Context: an optimization exercise on an open-source flow, tuned for small area, a short achievable clock period and few clock cycles. The choices shown serve that exercise and are no tape-out recipe.
In this exercise RTL edits were held to simulation tests only and were not proved equivalent to the original.

## old
==> flow/design.v <==
package p256_pkg;
    localparam logic [255:0] P_256 =
        256'hffffffff00000001000000000000000000000000ffffffffffffffffffffffff;
    localparam logic [255:0] K_256 =
        256'h00000000fffffffeffffffffffffffffffffffff000000000000000000000001;
endpackage
module WordSplitAdd #(
    parameter int NB = 2
) (
    input  logic [31:0]   x,
    input  logic [31:0]   y,
    input  logic [31:0]   z,
    input  logic          y0,     
    output logic [31:0]   s0,     
    output logic [NB-1:0] g,      
    output logic [NB-1:0] p,      
    output logic          c31     
);
    localparam int BW = 32 / NB;
    logic [31:0] s, c, w;
    assign s = x ^ y ^ z;
    assign c = (x & y) | (x & z) | (y & z);
    assign w = {c[30:0], y0};
    for (genvar b = 0; b < NB; b++) begin : g_blk
        assign {g[b], s0[b*BW +: BW]} = {1'b0, s[b*BW +: BW]} + {1'b0, w[b*BW +: BW]};
        assign p[b] = &(s[b*BW +: BW] ^ w[b*BW +: BW]);
    end
    assign c31 = c[31];
endmodule
module WordFinish #(
    parameter int NB = 2
) (
    input  logic [31:0]   s0,
    input  logic [NB-1:0] g,
    input  logic [NB-1:0] p,
    input  logic          cin,
    output logic [31:0]   sum,
    output logic          cout
);
    localparam int BW = 32 / NB;
    logic [NB:0] cb;
    always_comb begin
        for (int b = 0; b <= NB; b++) begin
            logic t;
            t = cin;
            for (int k = 0; k < b; k++) t = t & p[k];
            cb[b] = t;
            for (int k = 0; k < b; k++) begin
                t = g[k];
                for (int j = k + 1; j < b; j++) t = t & p[j];
                cb[b] = cb[b] | t;
            end
        end
    end
    for (genvar b = 0; b < NB; b++) begin : g_blk
        for (genvar i = 0; i < BW; i++) begin : g_bit
            if (i == 0) begin : g_lsb
                assign sum[b*BW] = s0[b*BW] ^ cb[b];
            end else begin : g_up
                assign sum[b*BW + i] = s0[b*BW + i] ^ (cb[b] & (&s0[b*BW +: i]));
            end
        end
    end
    assign cout = cb[NB];
endmodule
module p256_mod_add #(
    parameter int RD_LAT = 3
) (
    input  logic        clk,
    input  logic        rst_n,
    input  logic        ena,
    input  logic [31:0] a_din,
    input  logic [31:0] b_din,
    output logic        rdy,
    output logic [2:0]  a_addr,
    output logic [2:0]  b_addr,
    output logic [2:0]  d_addr,
    output logic        d_wren,
    output logic [31:0] d_dout
);
    localparam int NB = 4;
    logic [3:0]  k_q, k_d;
    logic        r_q, f_q, cin_q;
    logic        bad;
    logic        first_q, word0_q, m_q, m0_q;
    logic [31:0] s0_q, s0;
    logic [NB-1:0] g_q, p_q, g, p;
    logic        c31_q, c31;
    logic        co;
    logic [31:0] z;
    assign z = {{30{m_q}}, m_q | first_q, m0_q};
    WordSplitAdd #(.NB(NB)) u_split (
        .x(a_din), .y(b_din), .z(z), .y0(c31_q & ~first_q & ~word0_q),
        .s0(s0), .g(g), .p(p), .c31(c31)
    );
    WordFinish #(.NB(NB)) u_fin (
        .s0(s0_q), .g(g_q), .p(p_q), .cin(cin_q),
        .sum(d_dout), .cout(co)
    );
    assign a_addr = k_q[2:0];
    assign b_addr = k_q[2:0];
    assign d_addr = {~k_q[2], k_q[1:0]};
    assign d_wren = k_q >= 4'd4 && k_q <= 4'd11;
    assign rdy    = k_q == 4'd12;
    assign bad = k_q == 4'd11 && r_q && !(co || c31_q);
    always_comb begin
        k_d = k_q;
        if (bad) begin
            k_d = 4'd15;
        end else if (k_q != 4'd12) begin
            k_d = k_q + 4'd1;
        end
    end
    always_ff @(posedge clk or negedge rst_n) begin
        if (!rst_n) begin
            k_q     <= 4'd15;
            r_q     <= 1'b0;
            f_q     <= 1'b0;
            cin_q   <= 1'b0;
            first_q <= 1'b0;
            word0_q <= 1'b0;
            m_q     <= 1'b0;
            m0_q    <= 1'b0;
        end else if (ena) begin
            k_q <= k_d;
            if (bad) f_q <= 1'b1;
            if (k_q == 4'd3) begin
                r_q   <= (co | c31_q) & ~f_q;
                cin_q <= (co | c31_q) & ~f_q;
            end else begin
                cin_q <= co & (k_q != 4'd2);
            end
            first_q <= k_d == 4'd2;
            word0_q <= k_d == 4'd3;
            m_q     <= r_q && k_d >= 4'd6 && k_d <= 4'd9;
            m0_q    <= r_q && k_d >= 4'd6 && k_d <= 4'd8;
        end
    end
    always_ff @(posedge clk) begin
        if (ena) begin
            s0_q  <= s0;
            g_q   <= g;
            p_q   <= p;
            c31_q <= c31;
        end
    end
endmodule
==> flow/config.mk <==
export PLATFORM = sky130hd
export DESIGN_NAME = p256_mod_add
export DESIGN_NICKNAME = p256_mod_add
export VERILOG_FILES = /design/flow/design.v
export SDC_FILE = /design/flow/constraint.sdc
export NUM_CORES = 4
export LEC_CHECK = 0
export ABC_AREA = 1
export CAP_MARGIN = 20
export CORE_MARGIN = 2
export CORE_UTILIZATION = 40
export SETUP_SLACK_MARGIN = 3.0
export SLEW_MARGIN = 20
==> flow/constraint.sdc <==
create_clock -name core_clock -period 6.0 [get_ports {clk}]
set_input_delay 1.2000 -clock core_clock [delete_from_list [all_inputs] [get_ports {clk}]]
set_output_delay 1.2000 -clock core_clock [all_outputs]
set_load 0.01 [all_outputs]
standard.sh (not shown) runs the stock make flow with config.mk's settings and CLKGATE_MAP_FILE= SYNTH_SCRIPT=/design/flow/synth_recipe.tcl, a recipe that flattens the netlist after the stock synthesis.
==> flow/flow/run.sh <==
#!/bin/bash
# The standard layout, with the port buffers inserted as the smallest buffer
# (sky130_fd_sc_hd__buf_1) instead of the resizer's default pick; timing repair
# resizes them from there. Each step's full output stays in orfs/logs; make's own
# output goes to standard.log.
set -euo pipefail
export BUFFER_PORTS_ARGS="-buffer_cell sky130_fd_sc_hd__buf_1"
bash standard.sh > standard.log 2>&1
Testbench counts of old, summed over its fixed seeds: cycles 4,480.
--- input diff old..new ---
-- flow/design.v --
<<< old, line 83
    logic        r_q, f_q, cin_q;
    logic        bad;
    logic        first_q, word0_q, m_q, m0_q;
    logic [31:0] s0_q, s0;
    logic [NB-1:0] g_q, p_q, g, p;
>>> new, line 83
    logic        r_q, f_q, cin_q;
    logic        bad;
    logic        first, word0;
    logic        m_q, m0_q;
    logic [31:0] s0_q, s0;
    logic [NB-1:0] g_q, p_q, g, p;
<<< old, line 89
    logic        co;
    logic [31:0] z;
    assign z = {{30{m_q}}, m_q | first_q, m0_q};
    WordSplitAdd #(.NB(NB)) u_split (
        .x(a_din), .y(b_din), .z(z), .y0(c31_q & ~first_q & ~word0_q),
        .s0(s0), .g(g), .p(p), .c31(c31)
    );
>>> new, line 90
    logic        co;
    logic [31:0] z;
    assign first = k_q == 4'd2;
    assign word0 = k_q == 4'd3;
    assign z = {{30{m_q}}, m_q | first, m0_q};
    WordSplitAdd #(.NB(NB)) u_split (
        .x(a_din), .y(b_din), .z(z), .y0(c31_q & ~first & ~word0),
        .s0(s0), .g(g), .p(p), .c31(c31)
    );
<<< old, line 118
            f_q     <= 1'b0;
            cin_q   <= 1'b0;
            first_q <= 1'b0;
            word0_q <= 1'b0;
            m_q     <= 1'b0;
            m0_q    <= 1'b0;
>>> new, line 121
            f_q     <= 1'b0;
            cin_q   <= 1'b0;
            m_q     <= 1'b0;
            m0_q    <= 1'b0;
<<< old, line 131
                cin_q <= co & (k_q != 4'd2);
            end
            first_q <= k_d == 4'd2;
            word0_q <= k_d == 4'd3;
            m_q     <= r_q && k_d >= 4'd6 && k_d <= 4'd9;
            m0_q    <= r_q && k_d >= 4'd6 && k_d <= 4'd8;
>>> new, line 132
                cin_q <= co & (k_q != 4'd2);
            end
            m_q     <= r_q && k_d >= 4'd6 && k_d <= 4'd9;
            m0_q    <= r_q && k_d >= 4'd6 && k_d <= 4'd8;
## What came out
- In new the post-synthesis to final-layout area growth turned out 2.4 points higher than in old.
- In summary, new completed successfully, with a layout that passed the timing, design-rule and antenna checks.
- On final cycle utilization of the critical path, new tracks old almost exactly.
- Final design area excluding fillers down about 0.8% in new wrt old
- Summary of new over old: wire length of the first global-routing pass shows an increase of 330 µm, met1 wire length shows a reduction of 4.8%, relative area of clock buffers and inverters in the final design shows a reduction of 1.3 points, number of gates on the worst path with buffers counted shows an increase of 1.
Testbench counts of new, summed over its fixed seeds: cycles 4,480.

[separate check: timing with driven ports]
Ports are ideal in the flow. The routed layouts listed here were re-timed in OpenROAD.
Step 1, drivers: a clkbuf_16 drives clk and a buf_2 each remaining input, both assumed.
Step 2 times the ports against the registers' clock, not the clock port: input delays grow and output delays shrink by t, the midpoint of the rising clock arrivals with the driver on.
Three values: no drivers, after step 1, after step 2; two values: the first two.
| run | shift t [ns] | setup slack, ns | worst hold slack (ns) | worst setup path at the end | worst slew at a driven data input, ns |
|---|---|---|---|---|---|
| old | 0.313 | 3.022 / 2.989 / 2.759 | 0.480 / 0.480 / 0.480 | input to register | 0.04 |
| new | 0.319 | 3.015 / 2.985 / 2.785 | 0.474 / 0.474 / 0.474 | input to register | 0.03 |
After both steps every run listed still meets setup and hold. For old, which loses most, drivers alone change the setup slack by -0.033 ns; drivers and shift together by -0.263 ns.
